This design comes from an exercise in tuning for small area and a short achievable clock period on the open sky130 flow, not from production work. RTL that was checked went through simulation tests only; none was proved equivalent to the original. Function not checked in runs 2 and 3: the RTL went through the layout flow alone. Power figures rest on the tool's default switching activity, not on a simulated workload.

==> design.v <==
package video_pkg;
	typedef logic [7:0] cam_byte_t;
	typedef struct packed {
		logic [4:0] r;     
		logic [5:0] g;     
		logic [4:0] b;     
	} rgb565_t;
	typedef struct packed {
		logic [7:0] r;
		logic [7:0] g;
		logic [7:0] b;
	} pixel_t;
endpackage
package mem_pkg;
	typedef logic [$clog2(64)-1:0] mem_addr_t;
	typedef enum logic [1:0] {
		req_cam1    = 2'd0,
		req_cam2    = 2'd1,
		req_display = 2'd2
	} req_id_t;
	typedef struct packed {
		mem_addr_t          addr;   
		logic [23:0]        data;   
	} mem_wr_t;
endpackage
module cam_capture #(
	parameter logic [5:0] BASE = '0      
) (
	input  logic        clk_25_2m,
	input  logic        reset,
	input  logic        vsync,
	input  logic        href,
	input  logic [7:0]  data,
	input  logic        wr_ready,        
	output logic        wr_valid_nx,     
	output logic [5:0]  wr_addr,         
	output logic [15:0] wr_data,
	output logic        frame_done
);
	logic        vsync_d;
	logic        vs_rise;
	logic        phase;                  
	logic [7:0]  hi_byte;
	logic [5:0]  wa;                     
	logic        push;
	logic        pop;
	logic [4:0]  wr_cnt;                 
	assign vs_rise = vsync && !vsync_d;
	assign push    = href && phase;
	assign pop     = wr_ready;
	always_ff @(posedge clk_25_2m) begin
		if (!reset) begin
			vsync_d <= 1'b0;
			phase   <= 1'b0;
			wa      <= BASE;
		end else begin
			vsync_d <= vsync;
			if (vs_rise) begin
				phase <= 1'b0;
				wa    <= BASE;
			end else if (href) begin
				phase <= !phase;
				if (phase)
					wa <= wa + 1'b1;
			end
		end
	end
	always_ff @(posedge clk_25_2m) begin
		if (href && !phase)
			hi_byte <= data;
	end
	logic [5:0]  fa [8];
	logic [15:0] fd [8];
	logic [2:0]  wp, rp, rp1, rp_nx;
	logic [3:0]  cnt, cnt_nx;
	logic [5:0]  ha;                     
	logic [5:0]  fa_rp1;
	always_ff @(posedge clk_25_2m) begin
		if (push) begin
			fa[wp] <= wa;
			fd[wp] <= {hi_byte, data};
		end
	end
	always_comb begin
		cnt_nx = cnt;
		if (push && !pop)
			cnt_nx = cnt + 1'b1;
		else if (!push && pop)
			cnt_nx = cnt - 1'b1;
	end
	assign wr_valid_nx = reset && (cnt_nx != '0);
	assign rp1   = rp + 1'b1;
	assign rp_nx = pop ? rp1 : rp;
	always_ff @(posedge clk_25_2m) begin
		if (!reset) begin
			wp       <= '0;
			rp       <= '0;
			cnt      <= '0;
		end else begin
			if (push)
				wp <= wp + 1'b1;
			rp       <= rp_nx;
			cnt      <= cnt_nx;
		end
	end
	assign fa_rp1 = fa[rp1];
	always_ff @(posedge clk_25_2m) begin
		if (push && wp == rp_nx)
			ha <= wa;
		else if (pop)
			ha <= fa_rp1;
	end
	assign wr_addr = ha;
	assign wr_data = fd[rp];
	always_ff @(posedge clk_25_2m) begin
		if (!reset) begin
			wr_cnt     <= '0;
			frame_done <= 1'b0;
		end else if (vs_rise) begin
			wr_cnt     <= '0;
			frame_done <= 1'b0;
		end else if (pop) begin
			wr_cnt <= wr_cnt + 1'b1;
			if (wr_cnt == 5'd31)
				frame_done <= 1'b1;
		end
	end
endmodule
module frame_mem_arbiter (
	input  logic        clk_25_2m,
	input  logic        reset,
	input  logic        wr_valid_1,      
	input  logic [5:0]  wr_addr_1,
	input  logic [15:0] wr_data_1,
	input  logic        wr_valid_2,
	input  logic [5:0]  wr_addr_2,
	input  logic [15:0] wr_data_2,
	input  logic        rd_req_valid,
	input  logic [5:0]  rd_addr,
	output logic        wr_ready_1,
	output logic        wr_ready_2,
	output logic        rd_req_ready,
	output logic        rd_data_valid,
	output logic [15:0] rd_data
);
	logic [15:0] mem [64];
	logic [2:0]  last;                   
	logic [2:0]  last_nx;
	logic [2:0]  g, g_nx;                
	logic        v1, v2, vd;
	logic        we;
	logic [5:0]  waddr;
	logic [15:0] wdata;
	assign v1 = wr_valid_1;
	assign v2 = wr_valid_2;
	assign vd = rd_req_valid;
	assign last_nx = !reset ? 3'b100 : ((g != 3'b000) ? g : last);
	assign g_nx[0] = v1 && (last_nx[2] || (last_nx[1] && !vd) || (last_nx[0] && !v2 && !vd));
	assign g_nx[1] = v2 && (last_nx[0] || (last_nx[2] && !v1) || (last_nx[1] && !vd && !v1));
	assign g_nx[2] = vd && (last_nx[1] || (last_nx[0] && !v2) || (last_nx[2] && !v1 && !v2));
	always_ff @(posedge clk_25_2m) begin
		last <= last_nx;
		g    <= g_nx;
		if (!reset)
			rd_data_valid <= 1'b0;
		else
			rd_data_valid <= g[2];
	end
	assign wr_ready_1   = g[0];
	assign wr_ready_2   = g[1];
	assign rd_req_ready = g[2];
	assign we    = wr_ready_1 || wr_ready_2;
	assign waddr = wr_ready_1 ? wr_addr_1 : wr_addr_2;
	assign wdata = wr_ready_1 ? wr_data_1 : wr_data_2;
	always_ff @(posedge clk_25_2m) begin
		if (we)
			mem[waddr] <= wdata;
	end
	logic [5:0] ra_q;
	always_ff @(posedge clk_25_2m) begin
		ra_q <= rd_addr;
	end
	assign rd_data = mem[ra_q];
endmodule
module video_timing (
	input  logic clk_25_2m,
	input  logic reset,
	input  logic run,
	output logic de,
	output logic hs,
	output logic vs
);
	localparam int HW = $clog2(((8 * 2) + 2 + 4 + 2));
	localparam int VW = $clog2((4 + 1 + 2 + 1));
	localparam int HS_START = (8 * 2) + 2;
	localparam int HS_END   = HS_START + 4;
	localparam int VS_START = 4 + 1;
	localparam int VS_END   = VS_START + 2;
	logic [HW-1:0] x;
	logic [VW-1:0] y;
	logic          line_end;
	logic          frame_end;
	assign line_end  = (x == HW'(((8 * 2) + 2 + 4 + 2) - 1));
	assign frame_end = (y == VW'((4 + 1 + 2 + 1) - 1));
	always_ff @(posedge clk_25_2m) begin
		if (!reset || !run) begin        
			x <= '0;
			y <= '0;
		end else if (line_end) begin
			x <= '0;
			if (frame_end)
				y <= '0;
			else
				y <= y + 1'b1;
		end else begin
			x <= x + 1'b1;
		end
	end
	assign de = run
		&& (x < HW'((8 * 2)))
		&& (y < VW'(4));                
	assign hs = run
		&& (x >= HW'(HS_START))
		&& (x < HW'(HS_END));                
	assign vs = run
		&& (y >= VW'(VS_START))
		&& (y <= VW'(VS_END - 1));
endmodule
module display_reader (
	input  logic        clk_25_2m,
	input  logic        reset,
	input  logic        cam1_done,
	input  logic        cam2_done,
	input  logic        rd_req_ready,
	input  logic        rd_data_valid,
	input  logic [15:0] rd_data,
	input  logic        pixel_req,
	output logic        rd_req_valid,    
	output logic [5:0]  rd_addr,
	output logic        timing_run,
	output logic [15:0] pixel
);
	logic        fetch_en, fetch_nx;
	logic        reads_done;
	logic [3:0]  rx;
	logic [1:0]  ry;
	logic [2:0]  wp, rp;
	logic [3:0]  cnt, cnt_nx;
	logic [15:0] pd [8];
	assign rd_addr = {rx[3], ry, rx[2:0]};
	always_ff @(posedge clk_25_2m) begin
		if (!reset) begin
			rx <= '0;
			ry <= '0;
		end else if (rd_req_ready) begin
			rx <= rx + 1'b1;
			if (rx == 4'd15)
				ry <= ry + 1'b1;
		end
	end
	assign fetch_nx = fetch_en || (cam1_done && cam2_done);
	assign rd_req_valid = reset && fetch_nx && ({1'b0, cnt_nx} + {4'b0, rd_req_ready} < 5'd8);
	always_ff @(posedge clk_25_2m) begin
		if (!reset) begin
			fetch_en   <= 1'b0;
			reads_done <= 1'b0;
			timing_run <= 1'b0;
		end else begin
			fetch_en <= fetch_nx;
			if (rd_req_ready && rx == 4'd15 && ry == 2'd3)
				reads_done <= 1'b1;
			if (fetch_en && (cnt == 4'd8 || reads_done))
				timing_run <= 1'b1;
		end
	end
	always_ff @(posedge clk_25_2m) begin
		if (rd_data_valid)
			pd[wp] <= rd_data;
	end
	always_comb begin
		cnt_nx = cnt;
		if (rd_data_valid && !pixel_req)
			cnt_nx = cnt + 1'b1;
		else if (!rd_data_valid && pixel_req)
			cnt_nx = cnt - 1'b1;
	end
	always_ff @(posedge clk_25_2m) begin
		if (!reset) begin
			wp           <= '0;
			rp           <= '0;
			cnt          <= '0;
		end else begin
			if (rd_data_valid)
				wp <= wp + 1'b1;
			if (pixel_req)
				rp <= rp + 1'b1;
			cnt <= cnt_nx;
		end
	end
	assign pixel = pd[rp];
endmodule
module stereo_cap_top (
	input  logic                    clk_25_2m,
	input  logic                    reset,
	input  logic                    cam1_vsync,
	input  logic                    cam1_href,
	input  video_pkg::cam_byte_t    cam1_data,
	input  logic                    cam2_vsync,
	input  logic                    cam2_href,
	input  video_pkg::cam_byte_t    cam2_data,
	output logic                    hdmi_de,
	output logic                    hdmi_hs,
	output logic                    hdmi_vs,
	output video_pkg::pixel_t       hdmi_d
);
	logic                 wr_valid_1, wr_ready_1, wr_valid_2, wr_ready_2;
	logic [5:0]           wr_addr_1, wr_addr_2, rd_addr;
	logic [15:0]          wr_data_1, wr_data_2, rd_data, pixel;
	logic                 cam1_done, cam2_done;
	logic                 rd_req_valid, rd_req_ready, rd_data_valid;
	logic                 timing_run, de, hs, vs;
	logic [15:0]          d565;              
	cam_capture #(.BASE(6'd0)) capture_cam1 (
		.clk_25_2m (clk_25_2m), .reset (reset),
		.vsync (cam1_vsync), .href (cam1_href), .data (cam1_data),
		.wr_ready (wr_ready_1), .wr_valid_nx (wr_valid_1),
		.wr_addr (wr_addr_1), .wr_data (wr_data_1), .frame_done (cam1_done)
	);
	cam_capture #(.BASE(6'd32)) capture_cam2 (
		.clk_25_2m (clk_25_2m), .reset (reset),
		.vsync (cam2_vsync), .href (cam2_href), .data (cam2_data),
		.wr_ready (wr_ready_2), .wr_valid_nx (wr_valid_2),
		.wr_addr (wr_addr_2), .wr_data (wr_data_2), .frame_done (cam2_done)
	);
	frame_mem_arbiter mem_arb (
		.clk_25_2m (clk_25_2m), .reset (reset),
		.wr_valid_1 (wr_valid_1), .wr_addr_1 (wr_addr_1), .wr_data_1 (wr_data_1),
		.wr_valid_2 (wr_valid_2), .wr_addr_2 (wr_addr_2), .wr_data_2 (wr_data_2),
		.rd_req_valid (rd_req_valid), .rd_addr (rd_addr),
		.wr_ready_1 (wr_ready_1), .wr_ready_2 (wr_ready_2), .rd_req_ready (rd_req_ready),
		.rd_data_valid (rd_data_valid), .rd_data (rd_data)
	);
	display_reader reader (
		.clk_25_2m (clk_25_2m), .reset (reset),
		.cam1_done (cam1_done), .cam2_done (cam2_done),
		.rd_req_ready (rd_req_ready), .rd_data_valid (rd_data_valid), .rd_data (rd_data),
		.pixel_req (de), .rd_req_valid (rd_req_valid), .rd_addr (rd_addr),
		.timing_run (timing_run), .pixel (pixel)
	);
	video_timing timing (
		.clk_25_2m (clk_25_2m), .reset (reset), .run (timing_run),
		.de (de), .hs (hs), .vs (vs)
	);
	always_ff @(posedge clk_25_2m) begin
		if (!reset) begin
			hdmi_de <= 1'b0;
			hdmi_hs <= 1'b0;
			hdmi_vs <= 1'b0;
			d565    <= '0;
		end else begin
			hdmi_de <= de;
			hdmi_hs <= hs;
			hdmi_vs <= vs;
			d565    <= de ? pixel : '0;    
		end
	end
	assign hdmi_d = {d565[15:11], d565[15:13],
	                 d565[10:5],  d565[10:9],
	                 d565[4:0],   d565[4:2]};
endmodule
==> flow/run.sh <==
#!/bin/bash
set -euo pipefail
MARGIN=$(cat flow/margin.txt)
EXTRA=()
if [[ -f flow/extra.txt ]]; then
	while IFS= read -r line; do
		[[ -n "$line" ]] && EXTRA+=("$line")
	done < flow/extra.txt
fi
bash standard.sh \
	MATCH_CELL_FOOTPRINT=0 \
	SETUP_SLACK_MARGIN=$MARGIN \
	"BUFFER_PORTS_ARGS=-buffer_cell sky130_fd_sc_hd__buf_4" \
	"${EXTRA[@]}" \
	finish > make_finish.log 2>&1
==> flow/extra.txt <==
CTS_ARGS=-sink_clustering_enable -repair_clock_nets -sink_clustering_size 28 -sink_clustering_max_diameter 80 -buf_list sky130_fd_sc_hd__clkbuf_16 -dont_use_dummy_load
==> flow/margin.txt <==
5.2
==> standard.sh <==
#!/bin/bash
# synth_recipe.tcl (not shown) runs the flow's synth.tcl, then flattens the netlist and writes it again
# the make line also repeats each setting of config.mk as NAME=value (left out here)
make -C /OpenROAD-flow-scripts/flow DESIGN_CONFIG=/design/flow/config.mk WORK_HOME=/design/flow/orfs CLKGATE_MAP_FILE= SYNTH_SCRIPT=/design/flow/synth_recipe.tcl "${@:-finish}"
==> config.mk <==
export PLATFORM = sky130hd
export DESIGN_NAME = stereo_cap_top
export DESIGN_NICKNAME = stereo_cap_top
export VERILOG_FILES = /design/flow/design.v
export SDC_FILE = /design/flow/constraint.sdc
export NUM_CORES = 4
export LEC_CHECK = 0
export CAP_MARGIN = 20
export CORE_MARGIN = 2
export CORE_UTILIZATION = 55
export CTS_BUF_LIST = sky130_fd_sc_hd__clkbuf_16
export CTS_CLUSTER_DIAMETER = 80
export CTS_CLUSTER_SIZE = 28
export SLEW_MARGIN = 20
==> constraint.sdc <==
create_clock -name core_clock -period 8.0 [get_ports {clk_25_2m}]
set_input_delay 1.6000 -clock core_clock [delete_from_list [all_inputs] [get_ports {clk_25_2m}]]
set_output_delay 1.6000 -clock core_clock [all_outputs]
set_load 0.01 [all_outputs]
==> results of run 1 <==
flip-flops by register name, indices dropped and copies added (netlist names), 4 cells and up, named ones only:
signal                count
capture_cam2.ha           6
capture_cam2.cnt          4
capture_cam1.fd         128
capture_cam2.fa          48
capture_cam1.ha           6
capture_cam1.wa           6
capture_cam2.wa           6
timing.x                  5
capture_cam2.fd         128
capture_cam2.wr_cnt       5
reader.rx                 4
reader.pd               128
d565                     16
capture_cam2.hi_byte      8
capture_cam1.fa          48
mem_arb.mem            1024
reader.cnt                4
capture_cam1.cnt          4
capture_cam1.hi_byte      8
capture_cam1.wr_cnt       5
routing by layer:
metal,wire [µm],vias to the layer above
li1,-,12200
met1,58000,15600
met2,76600,902
met3,7630,147
met4,3480,0
met5,0,-
worst max-delay path: stages, from the launching register on:
cell and delay [ps]:
sky130_fd_sc_hd__dfxtp_4 470, sky130_fd_sc_hd__buf_6 140, sky130_fd_sc_hd__buf_16 140, sky130_fd_sc_hd__buf_12 150, sky130_fd_sc_hd__mux4_2 490, sky130_fd_sc_hd__mux2i_1 480
sky130_fd_sc_hd__a21oi_1 170, sky130_fd_sc_hd__a22oi_1 230, sky130_fd_sc_hd__nand2_2 200
final timing paths:
check                                               start                        end  cells after the start
worst max-delay path                                 flop  reader.pd[5][9]$_DFFE_PP_                      8
worst min-delay path            reader.ry[0]$_SDFFE_PN0P_                       flop                      0
worst max register to register                       flop  reader.pd[5][9]$_DFFE_PP_                      8
worst min register to register  reader.ry[0]$_SDFFE_PN0P_                       flop                      0
layout make-up:
cell class | instances | area (µm²) | share of cell area (%)
sequential | 1639 | 48200 | 69.8
timing repair buffer | 224 | 2400 | 3.47
multi-input combinational | 1098 | 14700 | 21.3
timing repair inverter | 1 | 11.3 | 0.0163
inverter | 17 | 90.1 | 0.130
tap | 1500 | 1880 | 2.72
clock buffer | 70 | 1750 | 2.54
placed cells by master (no fill, tap or decap), types with 10 or more instances in the layout:
cell                        netlist  routed
sky130_fd_sc_hd__nor2_1         172     157
sky130_fd_sc_hd__a21oi_4          0      16
sky130_fd_sc_hd__nand3_1         13      13
sky130_fd_sc_hd__a211oi_1        20      10
sky130_fd_sc_hd__mux2i_1         66      57
sky130_fd_sc_hd__nand4_1         10      10
sky130_fd_sc_hd__xor2_1          27      27
sky130_fd_sc_hd__ha_1            24      22
sky130_fd_sc_hd__buf_4           12     164
sky130_fd_sc_hd__dfxtp_1        107      91
sky130_fd_sc_hd__inv_1           17      16
sky130_fd_sc_hd__buf_6            5      16
sky130_fd_sc_hd__a21oi_1         40      24
sky130_fd_sc_hd__o22ai_4          0      11
sky130_fd_sc_hd__o21ai_0         21      18
sky130_fd_sc_hd__nor2b_1         26      24
sky130_fd_sc_hd__clkbuf_16        0      84
sky130_fd_sc_hd__mux4_2         434     434
sky130_fd_sc_hd__edfxtp_1      1532    1532
sky130_fd_sc_hd__buf_12           0      20
sky130_fd_sc_hd__nand2b_1        16      15
sky130_fd_sc_hd__nand2_1         74      64
sky130_fd_sc_hd__xnor2_1         28      28
what timing repair did:
| item | CTS | global route |
|---|---|---|
| hold buffers | 0 | 0 |
| resized for setup | 111 | 29 |
| endpoints found under the setup margin | 1191 | 412 |
| buffers inserted | 25 | 5 |
| pin swaps | 10 | 9 |
| cloned | 19 | 4 |
stage by stage:
step / cell area, µm² / hold slack [ps]
final: 69000 / 386
after global routing: 69000 / 408
after CTS: 68800 / 393
after detailed placement: 65800 / 377
after global placement: 65800 / 365
after floorplan: 63300 / 354
Yosys cell counts (6+ instances only):
| library cell | instances | area share [%] |
|---|---|---|
| sky130_fd_sc_hd__buf_2 | 41 | 0.33 |
| sky130_fd_sc_hd__o221ai_1 | 6 | 0.084 |
| sky130_fd_sc_hd__clkbuf_1 | 79 | 0.47 |
| sky130_fd_sc_hd__nor2b_1 | 26 | 0.26 |
| sky130_fd_sc_hd__inv_1 | 17 | 0.10 |
| sky130_fd_sc_hd__nand4_1 | 10 | 0.10 |
| sky130_fd_sc_hd__mux4_2 | 434 | 16 |
| sky130_fd_sc_hd__o22ai_1 | 23 | 0.23 |
| sky130_fd_sc_hd__and2_1 | 9 | 0.090 |
| sky130_fd_sc_hd__xnor2_1 | 28 | 0.39 |
| sky130_fd_sc_hd__nand3_1 | 13 | 0.10 |
| sky130_fd_sc_hd__nor3b_1 | 7 | 0.084 |
| sky130_fd_sc_hd__buf_1 | 22 | 0.13 |
| sky130_fd_sc_hd__edfxtp_1 | 1532 | 73 |
| sky130_fd_sc_hd__o21ai_0 | 21 | 0.17 |
| sky130_fd_sc_hd__ha_1 | 24 | 0.48 |
| sky130_fd_sc_hd__or2_2 | 7 | 0.070 |
| sky130_fd_sc_hd__dfxtp_1 | 107 | 3.4 |
| sky130_fd_sc_hd__nor2_1 | 172 | 1.0 |
| sky130_fd_sc_hd__nand2_1 | 74 | 0.44 |
| sky130_fd_sc_hd__buf_4 | 12 | 0.14 |
| sky130_fd_sc_hd__xor2_1 | 27 | 0.38 |
| sky130_fd_sc_hd__nand2b_1 | 16 | 0.16 |
| sky130_fd_sc_hd__a211oi_1 | 20 | 0.24 |
| sky130_fd_sc_hd__a22oi_1 | 6 | 0.072 |
| sky130_fd_sc_hd__mux2i_1 | 66 | 1.1 |
| sky130_fd_sc_hd__a21oi_1 | 40 | 0.32 |
| sky130_fd_sc_hd__nor3_1 | 19 | 0.15 |
power groups by stage:
stage | combinational (mW) | clock, mW | sequential, mW
2_1_floorplan | 1.56 | 0 | 10.9
5_1_grt | 2.88 | 4.39 | 10.9
4_1_cts | 2.69 | 4.11 | 10.8
6_report | 2.69 | 4.01 | 10.8
3_3_place_gp | 2.50 | 0 | 11.0
3_5_place_dp | 2.62 | 0 | 11.1
cells by family (layout without fill, tap and decap cells):
group | Yosys count | after routing | synth area share (%)
AO/OA/AOI/OAI | 139 | 139 | 1.40
XOR/XNOR | 55 | 55 | 0.767
adder cells (fa/ha/maj) | 24 | 24 | 0.478
buffers and inverters | 178 | 312 | 1.28
flip-flops | 1639 | 1639 | 76.6
multiplexers | 505 | 505 | 16.7
AND/OR/NAND/NOR | 375 | 375 | 2.75
==> impl_summary.txt, run 1 <==
----------------------------------------------------
[Detailed routing]
  Wire length after detailed routing ... 146000 µm
  Drc violations ... 0
  Detailed-route wire length per cell ... 32.0 µm
  Via count ... 28.9k
  Total iterations of the first detailed-routing run ... 5
  Post-route antenna net violation count ... 0
  1st-iter DRT viols ... 3363
  Routed via count divided by cell count ... about 6.3

[Clocking]
  Maximum clock path buffer count ... 3
  Maximum level of the CTS H-tree ... 3
  Clock Tree Root ... sky130_fd_sc_hd__clkbuf_16
  Clock edge transition at the registers on the reported setup and hold paths ... 100 ps
  Clock buffer count from CTS ... 70
  Skew-Pair Late Insertion Delay ... 680 ps
  Clock tree from TritonCTS ... built
  CTS sink cnt ... 1639

[Power]
  Net load switching power ... ~4.6 mW
  LEAKAGE ... 20.6 nW
  Share of power burned in the clock network ... ~23%
  Part of the power in combinational logic ... roughly 15%
  Total power of the final layout ... 17.5 mW
  Relative contribution of sequential cells to total power ... 61.8%
  Power density normalized to cell area ... about 250 nW/µm²
  Internal cell power ... 13.0 mW
  Maximum ir drop on the vdd rail ... 0.230 mV
  Switch share ... 26.1%

[Synth]
  Fraction of registers with async set/reset ... 0%
  Synthesized net count ... 2961
  Prevailing post-synth register cell ... sky130_fd_sc_hd__edfxtp_1
  Sequential fraction of the synthesis area ... 76.6%
  Average cell area after synthesis ... 21.6 µm²
  Unique masters post-synth ... 53
  Warnings from Yosys ... 6
  Post-synth EDFFs ... 1532
  Synth Cell Area ... 62800 µm²
  Instance count of the mapped netlist ... 2915
  Register bit count reported by yosys ... 1639

[Place]
  Port buffer count ... 48
  Weighted congestion at the end of routability-driven global placement ... 0.801
  DPL Wire Length ... 79300 µm
  Place WS ... around 3700 ps
  Cell Count Post-Placement ... 4426

[STA]
  Final TNS setup ... 0 ps
  Hold Fails Final Rpt ... 0
  Setup-violating endpoint count in the final report ... 0
  Final Worst Setup Slack ... 5180 ps
  Relative slew margins ... 34.4%
  Final slew viol count ... 0
  Maximum clock skew at final layout ... 42.5 ps
  Transition at the pin with the smallest max-transition slack ... 985 ps
  Final min period ... between 2000 and 3000 ps
  Setup repair after global routing missed its margin ... yes
  Tcrit/Tclk final ... 35.2%
  Fmax ... about 360 MHz

[Status]
  Result of the run ... complete, no violations

[Run]
  Count of maximum capacitance violations ... 0

[Cells and area]
  Share of the core filled with cells ... 61.1%
  Share of post-route cells with drive strength above 1 ... 28.4%
  Final non-filler cell total ... 4549
  Antenna diode instance count ... 0
  Signed area change from the synthesized netlist to the final layout ... 9.88%
  NumNets Final ... roughly 3.1k
  Number of inserted filler cells in the final layout ... 7852

[Floorplanning]
  Standard-cell rows ... 123
  Vertical die dimension ... around 340 µm
  Chip Width ... 342 µm
  Core area ... 113000 µm²
  Die ar. ... 117000 µm²
  Number of top-level pins ... 49
  Starting density of the core ... 55.6%

[GRT]
  GR Util met3 ... under 10%
  Vias in the first global route ... 29.5k
  Routing usage on met1 ... 34.8%
  Maximum number of pins on one net before global-route repair ... 65
  GRT busiest layer ... met2
  GRT met2 Usage ... 44.0%
  First-pass GRT wire length ... around 210000 µm
  Total track usage ... 25.4%
  Antenna violations before repair ... 0
  Aggregate global routing overflow ... 0

[Setup path]
  Data required time of the critical path ... between 8000 and 9000 ps
  Maximum net fanout on the critical path ... 8
  Setup crit start kind ... flop
  Endpoint type of the worst setup path ... flop
  R2r setup slk ... 5180 ps
  Critical Setup Path Class ... reg2reg
  Signal arrival time at the worst endpoint ... approximately 3200 ps

[Hold path]
  Worst min path class ... reg2reg

----------------------------------------------------
==> run 2, diff against run 1 <==
--- a/design.v
+++ b/design.v
@@ -177,9 +177,5 @@
 			mem[waddr] <= wdata;
 	end
-	logic [5:0] ra_q;
-	always_ff @(posedge clk_25_2m) begin
-		ra_q <= rd_addr;
-	end
-	assign rd_data = mem[ra_q];
+	assign rd_data = mem[rd_addr];
 endmodule
 module video_timing (
@@ -237,5 +233,5 @@
 	input  logic        pixel_req,
 	output logic        rd_req_valid,    
-	output logic [5:0]  rd_addr,
+	output logic [5:0]  rd_addr,         
 	output logic        timing_run,
 	output logic [15:0] pixel
@@ -251,6 +247,6 @@
 	always_ff @(posedge clk_25_2m) begin
 		if (!reset) begin
-			rx <= '0;
-			ry <= '0;
+			rx <= 4'd15;
+			ry <= 2'd3;
 		end else if (rd_req_ready) begin
 			rx <= rx + 1'b1;
@@ -268,5 +264,5 @@
 		end else begin
 			fetch_en <= fetch_nx;
-			if (rd_req_ready && rx == 4'd15 && ry == 2'd3)
+			if (rd_req_ready && rx == 4'd14 && ry == 2'd3)
 				reads_done <= 1'b1;
 			if (fetch_en && (cnt == 4'd8 || reads_done))
==> impl_summary.txt, run 2 <==
----------------------------------------------------
[Setup path]
  CP Buf/Inv Count ... 1 (was 3)
  Endpoint type of the worst setup path ... flop (unchanged)
  Data required time of the critical path ... 8310 ps (was 8370 ps)
  Kind of cell adding the most delay to the critical path ... simple AND/OR/NAND/NOR gates (was multiplexers)
  Setup crit start kind ... primary input (was flop)
  Maximum net fanout on the critical path ... 11 (was 8)
  Critical Setup Path Class ... in2reg (was reg2reg)
  CP max stage delay ... 690 ps (was 490 ps)
  Signal arrival time at the worst endpoint ... 3160 ps (was 3190 ps)
  Critical path, cell by cell ... buf_4 -> and2_1 -> nand2_8 -> nor2_2 (was buf_6 -> buf_16 -> buf_12 -> mux4_2 -> mux2i_1 -> a21oi_1 -> a22oi_1 -> nand2_2)
  CP max stage cell ... sky130_fd_sc_hd__nor2_2 (was sky130_fd_sc_hd__mux4_2)

[Place]
  Port buffer count ... 48 (unchanged)
  Cell Count Post-Placement ... 4475 (was 4426)
  Place WS ... 3870 ps (was 3730 ps)
  DPL Wire Length ... 81600 µm (was 79300 µm)
  Weighted congestion at the end of routability-driven global placement ... 0.753 (was 0.801)

[STA]
  Setup repair after global routing missed its margin ... yes (unchanged)
  Setup-violating endpoint count in the final report ... 0 (unchanged)
  Transition at the pin with the smallest max-transition slack ... 969 ps (was 985 ps)
  Final slew viol count ... 0 (unchanged)
  Final min period ... 2850 ps (was 2820 ps)
  Final Worst Setup Slack ... 5150 ps (was 5180 ps)
  Final TNS setup ... 0 ps (unchanged)
  Tcrit/Tclk final ... 35.7% (was 35.2%)
  Maximum clock skew at final layout ... 52.9 ps (was 42.5 ps)
  Hold Slack ... 483 ps (was 386 ps)
  Fmax ... 350 MHz (was 355 MHz)
  Hold Fails Final Rpt ... 0 (unchanged)
  Relative slew margins ... 35.1% (was 34.4%)

[Synth]
  Synthesized net count ... 2994 (was 2961)
  Instance count of the mapped netlist ... 2947 (was 2915)
  Fraction of registers with async set/reset ... 0% (unchanged)
  Share of Yosys cell area claimed by the top area cell type ... 73.2% (about the same)
  Unique masters post-synth ... 53 (unchanged)
  Sequential fraction of the synthesis area ... 76.4% (was 76.6%)
  Synth Cell Area ... 62900 µm² (was 62800 µm²)
  Average cell area after synthesis ... 21.3 µm² (was 21.6 µm²)
  Most instantiated cells after synthesis ... 1532 x sky130_fd_sc_hd__edfxtp_1, 421 x sky130_fd_sc_hd__mux4_2, 159 x sky130_fd_sc_hd__nor2_1 (was 1532 x sky130_fd_sc_hd__edfxtp_1, 434 x sky130_fd_sc_hd__mux4_2, 172 x sky130_fd_sc_hd__nor2_1)
  Synth top area cells ... sky130_fd_sc_hd__edfxtp_1 73%, sky130_fd_sc_hd__mux4_2 15%, sky130_fd_sc_hd__dfxtp_1 3.2%, sky130_fd_sc_hd__mux2i_1 1.4%, sky130_fd_sc_hd__nor2_1 0.95% (was sky130_fd_sc_hd__edfxtp_1 73%, sky130_fd_sc_hd__mux4_2 16%, sky130_fd_sc_hd__dfxtp_1 3.4%, sky130_fd_sc_hd__mux2i_1 1.1%, sky130_fd_sc_hd__nor2_1 1.0%)
  Post-synth EDFFs ... 1532 (unchanged)
  Warnings from Yosys ... 6 (unchanged)
  Register bit count reported by yosys ... 1633 (was 1639)
  Cell type with the highest aggregate area in the netlist ... sky130_fd_sc_hd__edfxtp_1 (unchanged)
  Prevailing post-synth register cell ... sky130_fd_sc_hd__edfxtp_1 (unchanged)
  Cell with the most instances after synthesis ... sky130_fd_sc_hd__edfxtp_1 (unchanged)

[Detailed routing]
  Post-route antenna net violation count ... 0 (unchanged)
  Detail Route met2 WL ... 75100 µm (was 76600 µm)
  1st-iter DRT viols ... 3396 (was 3363)
  Wire length after detailed routing ... 146000 µm (about the same)
  Routed via count divided by cell count ... 6.29 (was 6.34)
  Total iterations of the first detailed-routing run ... 8 (was 5)
  Drc violations ... 0 (unchanged)
  DR top layer ... met4 (unchanged)
  Detailed-route wire length per cell ... 31.8 µm (was 32.0 µm)
  Length of routed wiring on met1 ... 59900 µm (was 58000 µm)
  Routed length on met3 ... 8350 µm (was 7630 µm)
  Via count ... 29.0k (was 28.9k)

[Power]
  Power density normalized to cell area ... 255 nW/µm² (was 254 nW/µm²)
  LEAKAGE ... 21.9 nW (was 20.6 nW)
  Total power of the final layout ... 17.6 mW (was 17.5 mW)
  Maximum ir drop on the vdd rail ... 0.300 mV (was 0.230 mV)

[GRT]
  Antenna violations before repair ... 3 (was 0)
  Maximum number of pins on one net before global-route repair ... 65 (unchanged)
  Vias in the first global route ... 29.1k (was 29.5k)
  First-pass GRT wire length ... 210000 µm (about the same)
  Aggregate global routing overflow ... 0 (unchanged)
  Total track usage ... 25.4% (about the same)

[Clocking]
  Clock buffer count from CTS ... 72 (was 70)
  Maximum level of the CTS H-tree ... 3 (unchanged)
  Clock edge transition at the registers on the reported setup and hold paths ... 100 ps (about the same)
  Clock tree from TritonCTS ... built (unchanged)
  Skew-Pair Late Insertion Delay ... 680 ps (about the same)
  CTS sink cnt ... 1633 (was 1639)
  Maximum clock path buffer count ... 3 (unchanged)
  Clock Tree Root ... sky130_fd_sc_hd__clkbuf_16 (unchanged)

[Cells and area]
  Leading cell types in the layout, fill and taps excluded ... 1532 x sky130_fd_sc_hd__edfxtp_1, 421 x sky130_fd_sc_hd__mux4_2, 171 x sky130_fd_sc_hd__buf_4 (was 1532 x sky130_fd_sc_hd__edfxtp_1, 434 x sky130_fd_sc_hd__mux4_2, 164 x sky130_fd_sc_hd__buf_4)
  Share of post-route cells with drive strength above 1 ... 27.8% (was 28.4%)
  Antenna diode instance count ... 0 (unchanged)
  Final non-filler cell total ... 4604 (was 4549)
  Max reg flops ... 1024 (unchanged)
  Signed area change from the synthesized netlist to the final layout ... 9.92% (was 9.88%)
  NumNets Final ... 3141 (was 3097)
  Most frequent standard cell in the layout excluding fill and tap cells ... sky130_fd_sc_hd__edfxtp_1 (unchanged)
  Top reg by flops ... mem_arb.mem (unchanged)

[Floorplanning]
  Number of top-level pins ... 49 (unchanged)
  Chip Width ... 342 µm (about the same)
  Starting density of the core ... 55.2% (was 55.6%)
  Standard-cell rows ... 124 (was 123)
  Die ar. ... 117000 µm² (about the same)
  Vertical die dimension ... 342 µm (about the same)
  Core area ... 114000 µm² (was 113000 µm²)

[Hold path]
  Worst min path class ... reg2reg (unchanged)

[Status]
  Result of the run ... complete, no violations (unchanged)

[Run]
  Count of maximum capacitance violations ... 0 (unchanged)

----------------------------------------------------
==> run 2: cell count changes after synthesis, sizes merged, moves of 5 or more <==
cell / before / now
dfxtp: 107 / 101
nand2: 74 / 88
a22oi: 6 / 16
nor2b: 26 / 21
inv: 17 / 34
mux4: 434 / 421
nor2: 172 / 159
a21oi: 40 / 49
a221o: 0 / 13
nand3: 13 / 19
mux2i: 66 / 90
o221ai: 6 / 0
o32ai: 3 / 9
o22ai: 23 / 4
==> run 2: cell type report <==
type | instances | area [µm²]
multi-input combinational | 1119 | 14700
fill | 7994 | 44800
clock buffer | 72 | 1800
tap | 1512 | 1890
inverter | 34 | 130
sequential | 1633 | 48100
timing repair buffer | 234 | 2560
==> run 2: worst paths after layout <==
check	slack, ps	cells past startpoint	end	start
worst min-delay path	480	1	timing.x[0]$_SDFF_PP0_	timing.x[0]$_SDFF_PP0_
worst min register to register	480	1	timing.x[0]$_SDFF_PP0_	timing.x[0]$_SDFF_PP0_
worst max-delay path	5150	4	capture_cam2.fd[7][0]$_DFFE_PP_	cam2_href
worst max register to register	5180	6	reader.pd[0][2]$_DFFE_PP_	reader.rx[0]$_SDFFE_PN1P_
==> run 2: routing by layer <==
layer	vias to the layer above	track usage, %
met5	-	0
met3	131	2.99
met2	923	43.2
met1	15600	36.1
li1	12300	-
met4	0	4.79
==> run 2: cell families (layout without fill, tap and decap cells) <==
logic type,count (synthesis),count (layout),synth area share (%)
muxes,520,520,16.7
DFF,1633,1633,76.4
AOI/OAI and AO/OA,148,148,1.57
adders and majority gates,25,25,0.498
xor gates and xnor gates,55,55,0.766
buffers and inverters,198,340,1.44
and+or+nand+nor,368,371,2.66
==> run 2: report_power, final <==
group | leakage, nW | total [mW] | internal, mW | switching, mW
registers | 14.6 | 10.8 | 10.6 | 0.168
logic | 6.49 | 2.79 | 0.766 | 2.03
clock network | 0.887 | 4.05 | 1.62 | 2.42
==> run 2: per-stage QoR <==
step / area, µm² / utilization, %
floorplan: 63300 / -
global placement: 65800 / 57.8
detailed placement: 65800 / 57.8
CTS: 68700 / 60.4
global route: 69100 / 60.7
finish: 69100 / 60.7
==> run 2: repair_timing <==
item | 4_1_cts | 5_1_grt
pin swaps | 10 | 13
hold endpoints to repair | 0 | 0
hold buffers | 0 | 0
gates resized for setup | 98 | 50
gates cloned | 21 | 6
setup buffers | 23 | 7
endpoints found under the setup margin | 1329 | 933
==> run 2: worst reg2reg max path: stages (launching register included) <==
cell and delay (ps):
sky130_fd_sc_hd__dfxtp_4 420, sky130_fd_sc_hd__buf_12 170, sky130_fd_sc_hd__buf_16 190, sky130_fd_sc_hd__buf_12 190, sky130_fd_sc_hd__mux4_2 550, sky130_fd_sc_hd__mux4_2 560
sky130_fd_sc_hd__a221o_2 460
==> run 3, diff against run 2 <==
--- a/design.v
+++ b/design.v
@@ -34,5 +34,5 @@
 	input  logic        wr_ready,        
 	output logic        wr_valid_nx,     
-	output logic [5:0]  wr_addr,         
+	output logic [5:0]  wr_addr,
 	output logic [15:0] wr_data,
 	output logic        frame_done
@@ -72,8 +72,6 @@
 	logic [5:0]  fa [8];
 	logic [15:0] fd [8];
-	logic [2:0]  wp, rp, rp1, rp_nx;
+	logic [2:0]  wp, rp, rp_nx;
 	logic [3:0]  cnt, cnt_nx;
-	logic [5:0]  ha;                     
-	logic [5:0]  fa_rp1;
 	always_ff @(posedge clk_25_2m) begin
 		if (push) begin
@@ -90,6 +88,5 @@
 	end
 	assign wr_valid_nx = reset && (cnt_nx != '0);
-	assign rp1   = rp + 1'b1;
-	assign rp_nx = pop ? rp1 : rp;
+	assign rp_nx = pop ? rp + 1'b1 : rp;
 	always_ff @(posedge clk_25_2m) begin
 		if (!reset) begin
@@ -104,12 +101,5 @@
 		end
 	end
-	assign fa_rp1 = fa[rp1];
-	always_ff @(posedge clk_25_2m) begin
-		if (push && wp == rp_nx)
-			ha <= wa;
-		else if (pop)
-			ha <= fa_rp1;
-	end
-	assign wr_addr = ha;
+	assign wr_addr = fa[rp];
 	assign wr_data = fd[rp];
 	always_ff @(posedge clk_25_2m) begin
@@ -177,5 +167,9 @@
 			mem[waddr] <= wdata;
 	end
-	assign rd_data = mem[rd_addr];
+	logic [5:0] ra_q;
+	always_ff @(posedge clk_25_2m) begin
+		ra_q <= rd_addr;
+	end
+	assign rd_data = mem[ra_q];
 endmodule
 module video_timing (
@@ -233,5 +227,5 @@
 	input  logic        pixel_req,
 	output logic        rd_req_valid,    
-	output logic [5:0]  rd_addr,         
+	output logic [5:0]  rd_addr,
 	output logic        timing_run,
 	output logic [15:0] pixel
@@ -247,6 +241,6 @@
 	always_ff @(posedge clk_25_2m) begin
 		if (!reset) begin
-			rx <= 4'd15;
-			ry <= 2'd3;
+			rx <= '0;
+			ry <= '0;
 		end else if (rd_req_ready) begin
 			rx <= rx + 1'b1;
@@ -264,5 +258,5 @@
 		end else begin
 			fetch_en <= fetch_nx;
-			if (rd_req_ready && rx == 4'd14 && ry == 2'd3)
+			if (rd_req_ready && rx == 4'd15 && ry == 2'd3)
 				reads_done <= 1'b1;
 			if (fetch_en && (cnt == 4'd8 || reads_done))
==> impl_summary.txt, run 3 <==
----------------------------------------------------
[Setup path]
  CP max stage delay ... 570 ps (was 690 ps)
  Setup crit start kind ... flop (was primary input)
  Signal arrival time at the worst endpoint ... 3320 ps (was 3160 ps)
  CP Buf/Inv Count ... 5 (was 1)
  Critical Setup Path Class ... reg2reg (was in2reg)
  FF-to-FF path depth ... 9 (was 6)
  Maximum net fanout on the critical path ... 8 (was 11)
  Most prevalent standard cell on the critical path ... sky130_fd_sc_hd__buf_12
  Endpoint type of the worst setup path ... flop (unchanged)
  Kind of cell adding the most delay to the critical path ... multiplexers (was simple AND/OR/NAND/NOR gates)
  Reg-to-reg critical path endpoint ... reader.pd[5][11]$_DFFE_PP_ (was reader.pd[0][2]$_DFFE_PP_)
  R2r setup slk ... 5020 ps (was 5180 ps)
  Data required time of the critical path ... 8340 ps (was 8310 ps)
  Critical path, cell by cell ... buf_12 -> buf_12 -> buf_12 -> buf_8 -> buf_12 -> mux4_2 -> mux4_2 -> mux2i_4 -> o21ai_4 (was buf_4 -> and2_1 -> nand2_8 -> nor2_2)
  CP max stage cell ... sky130_fd_sc_hd__mux4_2 (was sky130_fd_sc_hd__nor2_2)

[GRT]
  Total track usage ... 25.0% (was 25.4%)
  Antenna violations before repair ... 2 (was 3)
  First-pass GRT wire length ... 209000 µm (was 210000 µm)
  Vias in the first global route ... 29.8k (was 29.1k)
  Aggregate global routing overflow ... 0 (unchanged)
  Maximum number of pins on one net before global-route repair ... 66 (was 65)

[Place]
  Area of placed instances ... 65900 µm² (was 65800 µm²)
  Place WS ... 3440 ps (was 3870 ps)
  Weighted congestion at the end of routability-driven global placement ... 0.766 (was 0.753)
  DPL Wire Length ... 76400 µm (was 81600 µm)
  Port buffer count ... 48 (unchanged)

[Clocking]
  Cts-stage hold buffer count ... 0 (unchanged)
  Skew-Pair Late Insertion Delay ... 690 ps (was 680 ps)
  Clock Tree Root ... sky130_fd_sc_hd__clkbuf_16 (unchanged)
  CTS sink cnt ... 1633 (unchanged)
  Maximum clock path buffer count ... 3 (unchanged)
  Clock tree from TritonCTS ... built (unchanged)
  Clock edge transition at the registers on the reported setup and hold paths ... 100 ps (about the same)
  Maximum level of the CTS H-tree ... 3 (unchanged)
  Clock buffer count from CTS ... 72 (unchanged)

[Synth]
  Average cell area after synthesis ... 21.7 µm² (was 21.3 µm²)
  Synth Cell Area ... 62800 µm² (was 62900 µm²)
  Fraction of registers with async set/reset ... 0% (unchanged)
  Synth top area cells ... sky130_fd_sc_hd__edfxtp_1 73%, sky130_fd_sc_hd__mux4_2 16%, sky130_fd_sc_hd__dfxtp_1 3.6%, sky130_fd_sc_hd__mux2i_1 1.4%, sky130_fd_sc_hd__nor2_1 0.82% (was sky130_fd_sc_hd__edfxtp_1 73%, sky130_fd_sc_hd__mux4_2 15%, sky130_fd_sc_hd__dfxtp_1 3.2%, sky130_fd_sc_hd__mux2i_1 1.4%, sky130_fd_sc_hd__nor2_1 0.95%)
  Prevailing post-synth register cell ... sky130_fd_sc_hd__edfxtp_1 (unchanged)
  Synthesized net count ... 2941 (was 2994)
  Most instantiated cells after synthesis ... 1520 x sky130_fd_sc_hd__edfxtp_1, 435 x sky130_fd_sc_hd__mux4_2, 137 x sky130_fd_sc_hd__nor2_1 (was 1532 x sky130_fd_sc_hd__edfxtp_1, 421 x sky130_fd_sc_hd__mux4_2, 159 x sky130_fd_sc_hd__nor2_1)
  Cell type with the highest aggregate area in the netlist ... sky130_fd_sc_hd__edfxtp_1 (unchanged)
  Instance count of the mapped netlist ... 2895 (was 2947)
  Warnings from Yosys ... 6 (unchanged)
  Sequential fraction of the synthesis area ... 76.3% (was 76.4%)
  Register bit count reported by yosys ... 1633 (unchanged)
  Unique masters post-synth ... 54 (was 53)
  Cell with the most instances after synthesis ... sky130_fd_sc_hd__edfxtp_1 (unchanged)
  Post-synth EDFFs ... 1520 (was 1532)
  Share of Yosys cell area claimed by the top area cell type ... 72.7% (was 73.2%)

[Power]
  Switch share ... 24.6% (was 26.2%)
  Maximum ir drop on the vdd rail ... 0.170 mV (was 0.300 mV)
  Share of power burned in the clock network ... 24.3% (was 22.9%)
  LEAKAGE ... 21.2 nW (was 21.9 nW)
  Part of the power in combinational logic ... 13.4% (was 15.8%)
  Internal cell power ... 12.6 mW (was 13.0 mW)
  Net load switching power ... 4.10 mW (was 4.62 mW)
  Relative contribution of sequential cells to total power ... 62.2% (was 61.2%)
  Power density normalized to cell area ... 235 nW/µm² (was 255 nW/µm²)
  Total power of the final layout ... 16.7 mW (was 17.6 mW)

[STA]
  Relative slew margins ... 31.9% (was 35.1%)
  Final min period ... 2980 ps (was 2850 ps)
  Transition at the pin with the smallest max-transition slack ... 1020 ps (was 969 ps)
  Final TNS setup ... 0 ps (unchanged)
  Hold Fails Final Rpt ... 0 (unchanged)
  Final slew viol count ... 0 (unchanged)
  Setup-violating endpoint count in the final report ... 0 (unchanged)
  Tcrit/Tclk final ... 37.3% (was 35.7%)
  Final Worst Setup Slack ... 5020 ps (was 5150 ps)
  Setup repair after global routing missed its margin ... yes (unchanged)
  Maximum clock skew at final layout ... 60.7 ps (was 52.9 ps)
  Fmax ... 335 MHz (was 350 MHz)

[Floorplanning]
  Core area ... 113000 µm² (was 114000 µm²)
  Number of top-level pins ... 49 (unchanged)
  Starting density of the core ... 55.6% (was 55.2%)
  Chip Width ... 342 µm (about the same)
  Standard-cell rows ... 123 (was 124)
  Vertical die dimension ... 342 µm (about the same)
  Die ar. ... 117000 µm² (about the same)

[Cells and area]
  Max reg flops ... 1024 (unchanged)
  Post-route cell area ... 71000 µm² (was 69100 µm²)
  Leading cell types in the layout, fill and taps excluded ... 1520 x sky130_fd_sc_hd__edfxtp_1, 435 x sky130_fd_sc_hd__mux4_2, 140 x sky130_fd_sc_hd__buf_4 (was 1532 x sky130_fd_sc_hd__edfxtp_1, 421 x sky130_fd_sc_hd__mux4_2, 171 x sky130_fd_sc_hd__buf_4)
  Number of inserted filler cells in the final layout ... 7687 (was 7994)
  Share of post-route cells with drive strength above 1 ... 32.4% (was 27.8%)
  Top reg by flops ... mem_arb.mem (unchanged)
  Antenna diode instance count ... 0 (unchanged)
  Most frequent standard cell in the layout excluding fill and tap cells ... sky130_fd_sc_hd__edfxtp_1 (unchanged)
  NumNets Final ... 3154 (was 3141)
  Signed area change from the synthesized netlist to the final layout ... 13.0% (was 9.92%)

[Detailed routing]
  1st-iter DRT viols ... 3191 (was 3396)
  Wire length after detailed routing ... 145000 µm (was 146000 µm)
  Total iterations of the first detailed-routing run ... 8 (unchanged)
  Via count ... 29.4k (was 29.0k)
  Detailed-route wire length per cell ... 31.5 µm (was 31.8 µm)
  Post-route antenna net violation count ... 0 (unchanged)
  Routed via count divided by cell count ... 6.38 (was 6.29)
  Drc violations ... 0 (unchanged)

[Run]
  Count of maximum capacitance violations ... 0 (unchanged)

[Status]
  Result of the run ... complete, no violations (unchanged)

[Hold path]
  Worst min path class ... reg2reg (unchanged)
  Hold Crit Start ... reader.ry[1]$_SDFFE_PN0P_ (was timing.x[0]$_SDFF_PP0_)
  Min-Delay Path Depth ... 0 (was 1)

----------------------------------------------------
-- run 3: cell types whose count changed in the layout (fill, tap and decap cells not counted), sizes merged, moves of 13 or more --
| cell | previous run | this run |
|---|---|---|
| mux4 | 421 | 435 |
| inv | 34 | 18 |
| a221o | 13 | 0 |
| nor2b | 21 | 45 |
| buf | 215 | 271 |
| nand2 | 88 | 51 |
| nor2 | 162 | 137 |
| and2 | 8 | 33 |
-- run 3: worst max path at each step --
stage,endpoint,slack [ps],cells after the start
final,reader.pd[5][11]$_DFFE_PP_,5020,9
after global routing,reader.pd[7][3]$_DFFE_PP_,4980,9
after CTS,reader.pd[2][6]$_DFFE_PP_,4990,7
after detailed placement,reader.pd[1][3]$_DFFE_PP_,3440,5
after global placement,reader.pd[0][7]$_DFFE_PP_,3170,6
after floorplan,capture_cam2.fa[0][0]$_DFFE_PP_,4880,4
-- run 3: through the flow --
| stage | instances | util [%] | hold slack (ps) |
|---|---|---|---|
| final | 4606 | 62.8 | 386 |
| after global routing | 4606 | 62.8 | 398 |
| after CTS | 4560 | 61.9 | 388 |
| after detailed placement | 4404 | 58.4 | 372 |
| after global placement | 4402 | 58.3 | 357 |
| after floorplan | 2895 | - | 354 |
-- run 3: timing repair --
action | 4_1_cts | 5_1_grt
cloned | 19 | 15
resized for setup | 175 | 99
setup buffers | 65 | 31
endpoints found under the setup margin | 2178 | 794
pin swaps | 32 | 23
-- run 3: final cells by class --
cell class / count / area [µm²] / share of cell area [%]
Tap cell: 1500 / 1880 / 2.64
Inverter: 18 / 67.6 / 0.0952
Sequential cell: 1633 / 47900 / 67.6
Timing Repair Buffer: 297 / 3910 / 5.51
Multi-Input combinational cell: 1086 / 15400 / 21.7
Clock buffer: 72 / 1800 / 2.54
-- run 3: power by group through the flow --
| stage | combinational [mW] | sequential [mW] | clock, mW |
|---|---|---|---|
| global route | 2.41 | 10.4 | 4.43 |
| CTS | 2.17 | 10.4 | 4.15 |
| floorplan | 1.24 | 10.5 | 0 |
| detailed placement | 1.98 | 10.6 | 0 |
| global placement | 1.88 | 10.6 | 0 |
| finish | 2.24 | 10.4 | 4.05 |
-- run 3: cell families (layout without fill, tap and decap cells) --
logic type                 after synthesis  after routing  synth area share [%]
DFF                                   1633           1633                  76.3
muxes                                  525            525                  17.0
adders and majority gates               24             24                 0.478
AOI/OAI and AO/OA                      134            134                  1.40
xor gates and xnor gates                48             48                 0.669
and+or+nand+nor                        355            355                  2.79
buffers and inverters                  176            387                  1.38
-- run 3: routing by layer --
layer | vias up | track usage [%] | share of wire (%)
li1 | 12300 | - | -
met1 | 16100 | 37.0 | 43
met2 | 905 | 40.8 | 50
met3 | 127 | 2.78 | 5.8
met4 | 0 | 5.98 | 1.9
met5 | - | 0 | 0

## port drivers added, routing unchanged
Ports are ideal in the flow. The routed layouts listed here were re-timed in OpenROAD. Step 1: set_driving_cell puts a clkbuf_16 on clk_25_2m and a buf_2 on each other input, an assumption about the parent block. Step 2 also shifts input and output timing later by t, the mid clock arrival at the registers, as if the neighbouring blocks saw the same clock. Slacks: ideal / step 1 / step 2; pairs: ideal / step 1.
run	shift t [ns]	setup slack, ns	slew at the worst register clock pin (ns)
run 1	0.736	5.184 / 5.153 / 4.568	0.11 / 0.11
run 2	0.726	5.146 / 5.142 / 4.426	0.11 / 0.11
run 3	0.732	5.018 / 5.018 / 4.585	0.11 / 0.11
After both steps setup and hold are still met in every run listed. The setup slack of run 2, which loses most, moves by -0.004 ns with the drivers and by -0.720 ns with both steps.
